Source: an optimization exercise on an open RTL-to-GDS flow (aim: small area, a short achievable clock period and few clock cycles). Production flows keep margins and buffers that such runs may drop.
RTL that was checked went through simulation tests only; none was proved equivalent to the original.
Power and IR drop assume default switching activity.

==> flow/design.v (excerpt) <==
module buddy_block_allocator #(
    parameter int MAX_ORDER = 5,
    parameter int ID_WIDTH  = 16
) (
    input  wire         i_clk,
    input  wire         i_rst_n,
    input  wire         i_cfg_wr_en,
    input  wire [2:0]   i_cfg_wr_data,     
    input  wire         i_s_axis_tvalid,
    output logic        o_s_axis_tready,
    input  wire [31:0]  i_s_axis_tdata,    
    input  wire [0:0]   i_s_axis_tuser,    
    output logic        o_m_axis_tvalid,
    input  wire         i_m_axis_tready,
    output logic [15:0] o_m_axis_tdata,    
    output logic [1:0]  o_m_axis_tuser,    
    output logic        o_m_axis_tlast     
);
    localparam int NS = 32;                
    logic [5:0]          r_lvlok;          
    logic [31:1]         r_split;          
    logic [NS-1:0]       r_used;           
    logic [ID_WIDTH-1:0] r_owner [NS];     
    logic [5:0]          r_count;          
    logic [5:1]          r_pend;           
    logic [5:0]          r_free;           
    logic [5:0]          r_pair;           
    logic                r_cv;
    logic                r_cfunc;
    logic [ID_WIDTH-1:0] r_cid;
    logic                r_cidnz;
    logic [5:0]          r_cge;            
    logic                r_qact;
    logic [NS-1:0]       r_qh;             
    logic [15:0]         r_qv;             
    logic [5:0]          r_qe2;            
    logic                r_qlast;          
    logic                r_ready;          
    logic                r_av;
    logic [1:0]          r_akind;
    logic [15:0]         r_avalue;
    logic                r_alast;
    logic                r_bv;
    logic [1:0]          r_bkind;
    logic [15:0]         r_bvalue;
    logic                r_blast;
    logic [5:0]    w_lvl_ok;               
    logic [63:1]   w_exists;
    logic [63:1]   w_fl;                   
    logic [63:1]   w_first;                
    logic [5:0]    w_fitl;                 
    logic [5:0]    w_osel;                 
    logic [NS-1:0] w_sel;
    logic [31:1]   w_set;
    logic [5:1]    w_lvl_set;
    logic          w_found;
    logic [5:0]    w_root;                 
    assign w_lvl_ok = r_lvlok;
    assign w_root   = r_lvlok & ~{1'b0, r_lvlok[5:1]};
  ...
Size in the first run: ~1900 cells after synthesis, ~720 flip-flops, roughly 62 I/O pins, about 0.028 sq mm of cells after synthesis.
clock: 5.0 ns
lec_check: 0
cap_margin: 20
core_margin: 2
core_utilization: 40
cts_cluster_diameter: 80
cts_cluster_size: 24
setup_slack_margin: 2.7
slew_margin: 20
standard.sh (not shown) runs the stock make flow with config.mk's settings and CLKGATE_MAP_FILE= SYNTH_SCRIPT=/design/flow/synth_recipe.tcl, a recipe that flattens the netlist after the stock synthesis.
==> flow/flow/run.sh <==
#!/bin/bash
set -euo pipefail
export BUFFER_PORTS_ARGS="-buffer_cell sky130_fd_sc_hd__buf_2"
bash standard.sh > flow_make.log 2>&1
Testbench counts at the start, summed over its fixed seeds: cycles 2,690.
==> next run, changes <==
Settings changed: SETUP_SLACK_MARGIN 2.7 to 2.4.
Total power went down by 1.9%; routed wire length stays flat; fmax went down by 10%; non-clock buffer count went down by 28; final cell count went down by 1.2%; worst hold slack loses 12 ps; clock-buffer cell count went down by 8; area after synthesis stays the same.

========
buddy_block_allocator, a different RTL version from the one above (not shown whole).
Size in the first run: ~1800 cells after synthesis, about 62 I/O pins.
==> flow/design.v (excerpt) <==
module buddy_block_allocator #(
    parameter int MAX_ORDER = 5,
    parameter int ID_WIDTH  = 16
) (
    input  wire         i_clk,
    input  wire         i_rst_n,
    input  wire         i_cfg_wr_en,
    input  wire [2:0]   i_cfg_wr_data,     
    input  wire         i_s_axis_tvalid,
    output logic        o_s_axis_tready,
    input  wire [31:0]  i_s_axis_tdata,    
    input  wire [0:0]   i_s_axis_tuser,    
    output logic        o_m_axis_tvalid,
    input  wire         i_m_axis_tready,
    output logic [15:0] o_m_axis_tdata,    
    output logic [1:0]  o_m_axis_tuser,    
    output logic        o_m_axis_tlast     
);
==> flow/config.mk <==
export PLATFORM = sky130hd
export DESIGN_NAME = buddy_block_allocator
export DESIGN_NICKNAME = buddy_block_allocator
export VERILOG_FILES = /design/flow/design.v
export SDC_FILE = /design/flow/constraint.sdc
export NUM_CORES = 4
export LEC_CHECK = 0
export ABC_CLOCK_PERIOD_IN_PS = 3000
export CAP_MARGIN = 20
export CORE_MARGIN = 2
export CORE_UTILIZATION = 40
export SETUP_SLACK_MARGIN = 2.0
export SLEW_MARGIN = 20
==> flow/constraint.sdc <==
create_clock -name core_clock -period 5.0 [get_ports {i_clk}]
set_input_delay 1.0000 -clock core_clock [delete_from_list [all_inputs] [get_ports {i_clk}]]
set_output_delay 1.0000 -clock core_clock [all_outputs]
set_load 0.01 [all_outputs]
run.sh (not shown) runs the stock make flow with config.mk's settings and CLKGATE_MAP_FILE= SYNTH_SCRIPT=/design/flow/synth_recipe.tcl, a recipe that flattens the netlist after the stock synthesis.
Stock flow here: none of the scripts above is used.
Then changed:
Settings changed: ABC_CLOCK_PERIOD_IN_PS 3000 to default.
The changed run produced a clean layout; cell area does not change; cell count stays the same; via count is unchanged; hold slack stays the same; clock-buffer cell count is unchanged; clock power barely changes; global-route usage does not change; wire length is unchanged; synthesized area is unchanged; utilization stays the same.
Function was not checked in any run of this note: the RTL went through the layout flow alone.

========
Setup of lane 1:
Another version of the RTL of buddy_block_allocator (not shown whole).
Size: roughly 1800 cells after synthesis, ~650 flip-flops, ~62 I/O pins.
make LEC_CHECK=0 ABC_CLOCK_PERIOD_IN_PS=2000 CAP_MARGIN=20 CORE_MARGIN=2 CORE_UTILIZATION=40 SETUP_SLACK_MARGIN=2.5 SLEW_MARGIN=20 finish   # period 5.0 ns
Testbench counts of lane 1, summed over its fixed seeds: cycles 2,690.
[inputs] lane 2 vs lane 1
# lane 1
export LEC_CHECK = 0
export ABC_CLOCK_PERIOD_IN_PS = 2000
export CAP_MARGIN = 20
export CORE_MARGIN = 2
export CORE_UTILIZATION = 40
export SETUP_SLACK_MARGIN = 2.5
export SLEW_MARGIN = 20
create_clock -name core_clock -period 5.0 [get_ports {i_clk}]
# lane 2
export LEC_CHECK = 0
export ABC_CLOCK_PERIOD_IN_PS = 3000
export CAP_MARGIN = 20
export CORE_MARGIN = 2
export CORE_UTILIZATION = 40
export SETUP_SLACK_MARGIN = 1.5
export SLEW_MARGIN = 20
create_clock -name core_clock -period 5.0 [get_ports {i_clk}]
## What came out
Lane 2 and lane 1 all finish clean.
Compared with lane 1, lane 2 ends up with a smaller final cell area.
Lane 2: setup slack lower than lane 1
Share of final-layout standard cells stronger than drive strength 1: lane 2 vs lane 1 down 18 points
Compared with lane 1, lane 2 degrades placement-stage worst setup slack.
The cell with the biggest individual delay on the critical path comes out sky130_fd_sc_hd__mux4_2 in one run and sky130_fd_sc_hd__clkdlybuf4s50_1 in the other, namely in lane 1 and lane 2 respectively.
Width of the die essentially unchanged between lane 1 and lane 2.
Sequential power share in lane 2 is 2.4 points higher than in lane 1
Changes in lane 3 relative to lane 2:
# lane 2
export LEC_CHECK = 0
export ABC_CLOCK_PERIOD_IN_PS = 3000
export CAP_MARGIN = 20
export CORE_MARGIN = 2
export CORE_UTILIZATION = 40
export SETUP_SLACK_MARGIN = 1.5
export SLEW_MARGIN = 20
create_clock -name core_clock -period 5.0 [get_ports {i_clk}]
# lane 3
export LEC_CHECK = 0
export CAP_MARGIN = 20
export CORE_MARGIN = 2
export CORE_UTILIZATION = 40
export SLEW_MARGIN = 20
create_clock -name core_clock -period 5.0 [get_ports {i_clk}]
Notes after the runs:
- Relative to lane 2, lane 3 improves global-route wire length before repair.
- Lane 2 → lane 3: number of setup buffers added after CTS shrank by 22; synthesis-to-finish area growth shrank by 1.4 points; actual transition at the worst max-transition pin grew by 0.030 ns; routed wire length shrank by 2.1%.

afterwards: timing with drivers on the ports:
The flow's constraints put no driver on any port. The routed layouts listed below were extracted and timed again, unchanged, in two steps. Step 1 sets driving cells, clkbuf_16 on the clock port and buf_2 on the other inputs (assumed; they add their load-dependent delay and slew). Step 2 moves the port delays by t, midway between the first and last clock arrival at a register: inputs arrive t later, outputs are due t later. That takes back most of the time a late clock gives input paths. Three values: no drivers, after step 1, after step 2; two values: the first two.
| run | shift t [ns] | setup slack, ns | clock arrival spread, ns |
|---|---|---|---|
| the first run of note 1 | 0.664 | 2.648 / 2.648 / 2.084 | 0.037 / 0.038 |
| the second run of note 1 | 0.656 | 2.386 / 2.386 / 2.253 | 0.039 / 0.040 |
| the first run of note 2 | 0.667 | 1.741 / 1.720 / 1.661 | 0.045 / 0.044 |
| the second run of note 2 | 0.667 | 1.741 / 1.720 / 1.661 | 0.045 / 0.044 |
| lane 1 | 0.674 | 1.594 / 1.594 / 1.397 | 0.027 / 0.026 |
| lane 2 | 0.677 | 1.435 / 1.410 / 1.170 | 0.020 / 0.020 |
| lane 3 | 0.657 | 0.723 / 0.697 / 0.697 | 0.030 / 0.029 |
After both steps every run listed still meets setup and hold. For the first run of note 1, which loses most, drivers alone change the setup slack by 0.000 ns; drivers and shift together by -0.564 ns.
